What follows belongs to an exercise in optimizing a design on an open flow for small area; a production flow would make more cautious choices. Only simulation tests tie the RTL to the original design; equivalence was not proved. Power and IR drop assume default switching activity.

File: design/flow/design.v
package sprite_pkg;
    typedef logic [5:0] addr_t;
    typedef logic [7:0] byte_t;
    typedef logic [9:0] coord_t;
    typedef logic [7:0] lcoord_t;
    typedef logic [5:0] bmp_addr_t;
    typedef struct packed {
        logic [1:0]  write_n;
        logic [1:0]  read_n;
        addr_t       address;
        logic [31:0] wdata;
    } bus_req_t;
    typedef struct packed {
        coord_t pix_x;
        coord_t pix_y;
        logic   visible;
        logic   hsync;
        logic   vsync;
    } raster_t;
    typedef logic [(4 * 2)*8-1:0] obj_table_t;
    typedef enum logic [1:0] {
        IDLE,
        COPY,
        DONE
    } commit_state_t;
endpackage
`timescale 1ns/1ps
module sprite_hit (
    input  logic [6:0]  hx,      
    input  logic [5:0]  vy,      
    input  logic [31:0] obj,     
    output logic        hit,
    output logic [5:0]  byte_a,  
    output logic [2:0]  bit_a
);
    logic [7:0] x, y, off;
    logic [3:0] wm1, hm1;
    logic [3:0] lx, dx;
    logic [2:0] ly, dy;
    logic       in_x, in_y;
    logic [6:0] bo;
    logic [8:0] bt;
    assign x   = obj[7:0];
    assign y   = obj[15:8];
    assign off = obj[23:16];
    assign wm1 = obj[31:28];
    assign hm1 = obj[27:24];
    assign lx = hx[5:2];
    assign ly = vy[4:2];
    assign dx = lx - x[3:0];
    assign dy = ly - y[2:0];
    assign in_x = (x[7:4] == 4'd0) && (lx >= x[3:0]) && (dx <= wm1);
    assign in_y = (y[7:3] == 5'd0) && (ly >= y[2:0]) && ({1'b0, dy} <= hm1);
    assign bo = 7'(dy * wm1) + 7'(dy) + 7'(dx);
    assign bt = {1'b0, off} + {5'b0, bo[6:3]};
    assign hit    = !hx[6] && !vy[5] && in_x && in_y && (bt < 9'd55);
    assign byte_a = bt[5:0];
    assign bit_a  = bo[2:0];
endmodule
`timescale 1ns/1ps
module sprite_engine_top (
    input  logic        clk,
    input  logic        rst_n,
    input  logic [5:0]  address,
    input  logic [31:0] data_in,
    input  logic [1:0]  data_write_n,
    input  logic [1:0]  data_read_n,
    output logic [31:0] data_out,
    output logic        data_ready,
    output logic [7:0]  uo_out,
    output logic        user_interrupt
);
    logic [6:0] hc, hn;
    logic [5:0] vc, vn;
    logic       h_last, v_last;
    assign h_last = hc[6] & (&hc[3:0]);           
    assign v_last = vc[5] & vc[1] & vc[0];        
    assign hn = h_last ? 7'd0 : hc + 7'd1;
    assign vn = h_last ? (v_last ? 6'd0 : vc + 6'd1) : vc;
    always_ff @(posedge clk) begin
        if (!rst_n) begin
            hc <= 7'd79;
            vc <= 6'd35;
        end else begin
            hc <= hn;
            vc <= vn;
        end
    end
    logic v33;
    assign v33 = (vc == 6'd33);
    logic       wr;
    logic [7:0] wd;
    logic [7:0] ctrl;
    logic [63:0] stg, act;
    logic [439:0] bm;
    logic [63:0] dec;
    assign wr  = (data_write_n == 2'b00);
    assign wd  = data_in[7:0];
    assign dec = 64'd1 << address;
    logic cm;
    logic commit_done;
    always_ff @(posedge clk) begin
        if (hc == 7'd0 && v33) cm <= ctrl[1];
    end
    assign commit_done    = cm & v33 & (hc == 7'd9);
    assign user_interrupt = ~cm & v33 & (hc == 7'd1);
    for (genvar i = 0; i < 55; i++) begin : g_bm
        logic en, set, hold;
        assign en   = wr & dec[i + 8] & ctrl[0];
        assign set  = rst_n & en;
        assign hold = rst_n & ~en;
        always_ff @(posedge clk) begin
            bm[8*i +: 8] <= ({8{set}} & wd) | ({8{hold}} & bm[8*i +: 8]);
        end
    end
    for (genvar i = 0; i < 8; i++) begin : g_tab
        logic sen, sset, shold, cen, cset, chold;
        assign sen   = wr & dec[i];
        assign sset  = rst_n & sen;
        assign shold = rst_n & ~sen;
        assign cen   = cm & v33 & (hc == 7'(i + 1));
        assign cset  = rst_n & cen;
        assign chold = rst_n & ~cen;
        always_ff @(posedge clk) begin
            stg[8*i +: 8] <= ({8{sset}} & wd) | ({8{shold}} & stg[8*i +: 8]);
            act[8*i +: 8] <= ({8{cset}} & stg[8*i +: 8]) | ({8{chold}} & act[8*i +: 8]);
        end
    end
    always_ff @(posedge clk) begin
        if (!rst_n) begin
            ctrl <= 8'd0;
        end else if (wr & dec[63]) begin
            ctrl <= wd;
        end else if (commit_done) begin
            ctrl[1] <= 1'b0;
        end
    end
    logic [511:0] space;
    logic [7:0]   rd_byte;
    assign space   = {ctrl, bm, act};
    assign rd_byte = space[8*address +: 8];
    logic [7:0] dout;
    always_ff @(posedge clk) begin
        if (!rst_n) begin
            data_ready <= 1'b0;
            dout       <= 8'd0;
        end else begin
            data_ready <= (data_read_n != 2'b11);
            dout       <= (data_read_n == 2'b00) ? rd_byte : 8'd0;
        end
    end
    assign data_out = {24'd0, dout};
    logic       hit0, hit1;
    logic [5:0] a0, a1, pa;
    logic [2:0] b0, b1, pb;
    logic       fetch1, port;
    logic [5:0] wa;
    logic       bw, snoop0, snoop1;
    logic       cache0, cache1, pixel_on;
    logic [511:0] bm_ext;
    sprite_hit u_s0 (.hx(hc), .vy(vc), .obj(act[31:0]),  .hit(hit0), .byte_a(a0), .bit_a(b0));
    sprite_hit u_s1 (.hx(hn), .vy(vn), .obj(act[63:32]), .hit(hit1), .byte_a(a1), .bit_a(b1));
    assign fetch1 = (hc[1:0] == 2'b11);
    assign pa     = fetch1 ? a1 : a0;
    assign pb     = fetch1 ? b1 : b0;
    assign bm_ext = {72'd0, bm};
    assign port   = bm_ext[{pa, pb}];
    assign wa     = address - 6'd8;
    assign bw     = wr & ctrl[0] & (address >= 6'd8) & (address != 6'd63);
    assign snoop0 = bw & (wa == a0);
    assign snoop1 = bw & (wa == a1);
    always_ff @(posedge clk) begin
        cache0 <= snoop0 ? wd[b0] : port;
    end
    always_ff @(posedge clk) begin
        if (!rst_n) begin
            cache1   <= 1'b0;
            pixel_on <= 1'b0;
        end else begin
            if (snoop1) begin
                cache1 <= hit1 & wd[b1];
            end else if (fetch1) begin
                cache1 <= hit1 & port;
            end
            pixel_on <= (hit0 & (fetch1 ? cache0 : port)) | cache1;
        end
    end
    logic hs_o, vs_o;
    assign hs_o = (hc >= 7'd69) && (hc < 7'd77);
    assign vs_o = (hc != 7'd0) ? (vc == 6'd33 || vc == 6'd34) : (vc == 6'd34 || v_last);
    assign uo_out = {vs_o, hs_o, {6{pixel_on}}};
endmodule
File: design/flow/run.sh
#!/bin/bash
# synth_recipe.tcl (not shown) runs the flow's synth.tcl, then flattens the netlist and writes it again
# the make line also repeats each setting of config.mk as NAME=value (left out here)
make -C /OpenROAD-flow-scripts/flow DESIGN_CONFIG=/design/flow/config.mk WORK_HOME=/design/flow/orfs CLKGATE_MAP_FILE= SYNTH_SCRIPT=/design/flow/synth_recipe.tcl finish
File: design/flow/config.mk
export PLATFORM = sky130hd
export DESIGN_NAME = sprite_engine_top
export DESIGN_NICKNAME = sprite_engine_top
export VERILOG_FILES = /design/flow/design.v
export SDC_FILE = /design/flow/constraint.sdc
export NUM_CORES = 4
export LEC_CHECK = 0
export CAP_MARGIN = 20
export CORE_MARGIN = 2
export CORE_UTILIZATION = 30
export SLEW_MARGIN = 20
File: design/flow/constraint.sdc
create_clock -name core_clock -period 10.0 [get_ports {clk}]
set_input_delay 2.0000 -clock core_clock [delete_from_list [all_inputs] [get_ports {clk}]]
set_output_delay 2.0000 -clock core_clock [all_outputs]
set_load 0.01 [all_outputs]
==> run summary <==
==> cell type report <==
class | count | area, um^2 | share of cell area (%)
multi-input combinational | 1812 | 17050 | 49.99
sequential | 602 | 12060 | 35.36
clock buffer | 107 | 2177 | 6.382
tap | 1298 | 1624 | 4.761
timing repair buffer | 79 | 686.9 | 2.014
inverter | 69 | 259.0 | 0.7592
clock inverter | 19 | 251.5 | 0.7372
==> path summary, 6_finish.rpt <==
check	end	slack (ns)	cells after the start
setup / recovery	cache1	1.10	28
hold / removal	act[43]	0.44	1
setup reg to reg	cache1	1.10	28
hold reg to reg	act[43]	0.44	1
==> state kept, by name, indices dropped and copies added (netlist names) <==
name,count
act,64
bm,440
cache0,1
cache1,1
cm,1
ctrl,8
data_ready,1
dout,8
hc,7
pixel_on,1
stg,64
vc,6
==> per-stage QoR <==
| step | cell area (um^2) | total power [mW] | cells |
|---|---|---|---|
| after floorplan | 30450 | 4.365 | 2696 |
| after global placement | 31680 | 5.140 | 3859 |
| after detailed placement | 31680 | 5.154 | 3859 |
| after CTS | 34110 | 7.835 | 3985 |
| after global routing | 34110 | 8.093 | 3986 |
| final | 34110 | 7.889 | 3986 |
==> cell usage after synthesis (19+ instances only) <==
cell / count
mux2i_1: 98
nand3_1: 56
clkbuf_1: 112
a21oi_1: 52
inv_1: 67
buf_2: 33
and2_1: 20
ha_1: 69
xnor2_1: 21
dfxtp_1: 601
nor3_1: 21
buf_4: 48
nand2_1: 173
mux4_2: 208
nor2_1: 115
a22o_1: 568
fa_1: 22
o21a_1: 28
a21boi_1: 44
o21ai_0: 19
a31oi_1: 21
nor2b_1: 27
==> worst max-delay path: cells and delay by family, from the launching register on <==
kind	cells	cell delay, ns
compound gates	9	2.18
xor+xnor	1	0.18
fa+ha+maj	7	3.34
buf+inv	4	0.72
flops	1	0.59
simple gates	7	1.76
==> cell usage in the layout (no fill, tap or decap), types with 12 or more instances in the layout <==
cell,Yosys,layout
clkdlybuf4s50_1,0,25
and3_1,12,12
mux4_2,208,208
clkbuf_8,0,18
nand3_1,56,56
nor2b_1,27,27
and2_1,20,20
o21a_1,28,28
buf_4,48,48
inv_1,67,67
xor2_1,18,18
a31oi_1,21,21
conb_1,1,24
clkbuf_16,0,75
dfxtp_1,601,601
nor4_1,15,15
a21o_1,14,14
fa_1,22,22
nand2b_1,12,12
nand2_1,173,173
nor2_1,115,114
a21oi_1,52,52
o21ai_0,19,18
clkbuf_1,112,14
a21boi_1,44,44
mux4_1,12,12
nor3_1,21,21
a211oi_1,18,18
xnor2_1,21,21
a22o_1,568,568
mux2i_1,98,97
o211ai_1,18,18
ha_1,69,69
==> cell families (layout without fill, tap and decap cells) <==
family                     Yosys count  in the layout  share of synthesized area, %
AOI/OAI and AO/OA                  848            848                         22.91
xor gates and xnor gates            39             39                         1.125
adders and majority gates           92             92                         4.327
buffers and inverters              282            274                         4.446
DFF                                602            602                         39.72
muxes                              327            327                         20.13
other                                1             24                       0.01235
and+or+nand+nor                    482            482                         7.331
==> power by group through the flow <==
stage          logic (mW)  clock network, mW  registers (mW)
4_1_cts              2.65               2.73            2.45
3_5_place_dp         2.65                  0            2.51
3_3_place_gp         2.63                  0            2.51
6_report             2.72               2.71            2.45
5_1_grt              2.81               2.83            2.46
2_1_floorplan        1.88                  0            2.49
==> routing by layer <==
metal  wire [um]  global-route usage, %  up-vias  share of wire [%]
met1       44600                  27.97    12209                 42
met5          18                      0        -              0.017
met3       11650                  5.004      271                 11
li1            -                      -    10365                  -
met2       46370                  30.35     1421                 43
met4        4391                  8.089        4                4.1
==> results_dict.tcl <==
set metrics [dict create \
    status "no timing/DRC/antenna violations" \
    grt_pass1_vias 22958 \
    grt_max_degree 117 \
    antenna_cells 0 \
    overflow 0 \
    path_max_fanout 11 \
    fin_nets 2769 \
    r2r-start "hc[3]" \
    power_density_nw_per_um2 231.2 \
    arrival_ns 9.41 \
    finalHoldViolCount 0 \
    fin_util_pct 34.06 \
    cp_slowest_stage_delay_ns 0.67 \
    drive_gt1_share_pct 14.88 \
    track_usage_pct 20.28 \
    seq_power_share_pct 31.1 \
    period_needed_ns 8.901 \
    ant_nets 0 \
    fin_setup_tns_ns 0 \
    antenna_found_initial 3 \
    drtPass1Iterations 6 \
    tightest_slew_ns 1.334 \
    synth_area_leaders "dfxtp_1, a22o_1, mux4_2" \
    peakVddDrop_uv 315.1 \
    synth_seq_cells 602 \
    hpwl_um 72600 \
    start_util_pct 30.32 \
    cts.sinks 602 \
    fp.dieArea_um2 103800 \
    synth-async-reset-ratio_pct 0 \
    synth_edf_count 1 \
    worstHoldStart "stg[43]" \
    maxCapViolCount 0 \
    dr.first_iter.drc_count 2768 \
    rows 116 \
    post_cts.repair.setup_buffers 0 \
    synth_top_cell_by_area "dfxtp_1" \
    cts_tree "built" \
    min_path_type "flop to flop" \
    final.period_utilization_pct 89.01 \
    start_kind "flop" \
    fp.dieH_um 322.1 \
    yosysWarnings 1 \
    maxSlewViolCount 0 \
    finalClockSkew_ns 0.03281 \
    num_vias 24270 \
    synth_cell_types 79 \
    critPathSlowestCell "fa_1" \
    h-tree-depth 3 \
    power.share.clock_pct 34.4 \
    fmax_ghz 0.1123 \
    route.detailed.drc 0 \
    nFillCells 9935 \
    grt_pass1_wl_um 159200 \
    cts-root-buf "clkbuf_16" \
    whs_ns 0.4447 \
    cts_buffers 70 \
    worst-setup-path-type "flop to flop" \
    clk_pin_slew_ns 0.06 \
    portBuffers 37 \
    combPwrFrac_pct 34.5 \
    finalSetupViolations 0 \
    avgSynthCellArea_um2 11.36 \
    synthFlopType "dfxtp_1" \
    core_area_um2 100100 \
    crit_start "hc[3]" \
    rsz0062_at_grt "no" \
    relSlewSlack_pct 10.76 \
    cts_buffer_depth 3 \
    wire_per_inst_um 26.85 \
    cpMostUsedCell "fa_1" \
    p_int_mw 4.910 \
    synth.top_cell.area_share_pct 39.62 \
    synthToLayoutAreaGrowth_pct 12.35 \
    ys_seq_area_share_pct 39.72 \
    post-place-ws_ns 1.347 \
    p_sw_mw 2.979 \
    io_pins 86 \
    cp_data_required_time_ns 10.50 \
    p_sw_share_pct 37.76 \
    syn-cell-area_um2 30360 \
    wl_um 107000 \
    cp-end-kind "flop" \
    ctsResizeCount 0 \
    p_leak_nw 12.50 \
    die_w_um 322.1 \
    netlist_instances 2673 \
    setup_ws_ns 1.099 \
    clk_latency_ns 0.63 \
    hold_buffers 0 \
    via_per_inst 6.089 \
    place.gp.congestion 0.9552 \
]

-- what the ideal ports hide --
The flow's constraints put no driver on any port. The routed layout listed below was extracted and timed again, unchanged, in two steps. Step 1 assumes that a clkbuf_16 drives the clock port and a buf_2 every other input. Step 2, shift: input delay + t, output delay - t, t = (earliest + latest rising clock arrival at the registers) / 2. This alone moves slack from input paths to output paths. a / b / c = ideal / step 1 / step 2; a / b = the first two.
t (ns): 0.687
setup WS [ns]: 1.099 / 1.099 / 1.099
hold WS [ns]: 0.445 / 0.445 / 0.445
worst setup path after step 2: register to register
clock arrival spread, ns: 0.035 / 0.036
After both steps setup and hold are still met in this run. The setup slack of this run moves by 0.000 ns with the drivers and by 0.000 ns with both steps.
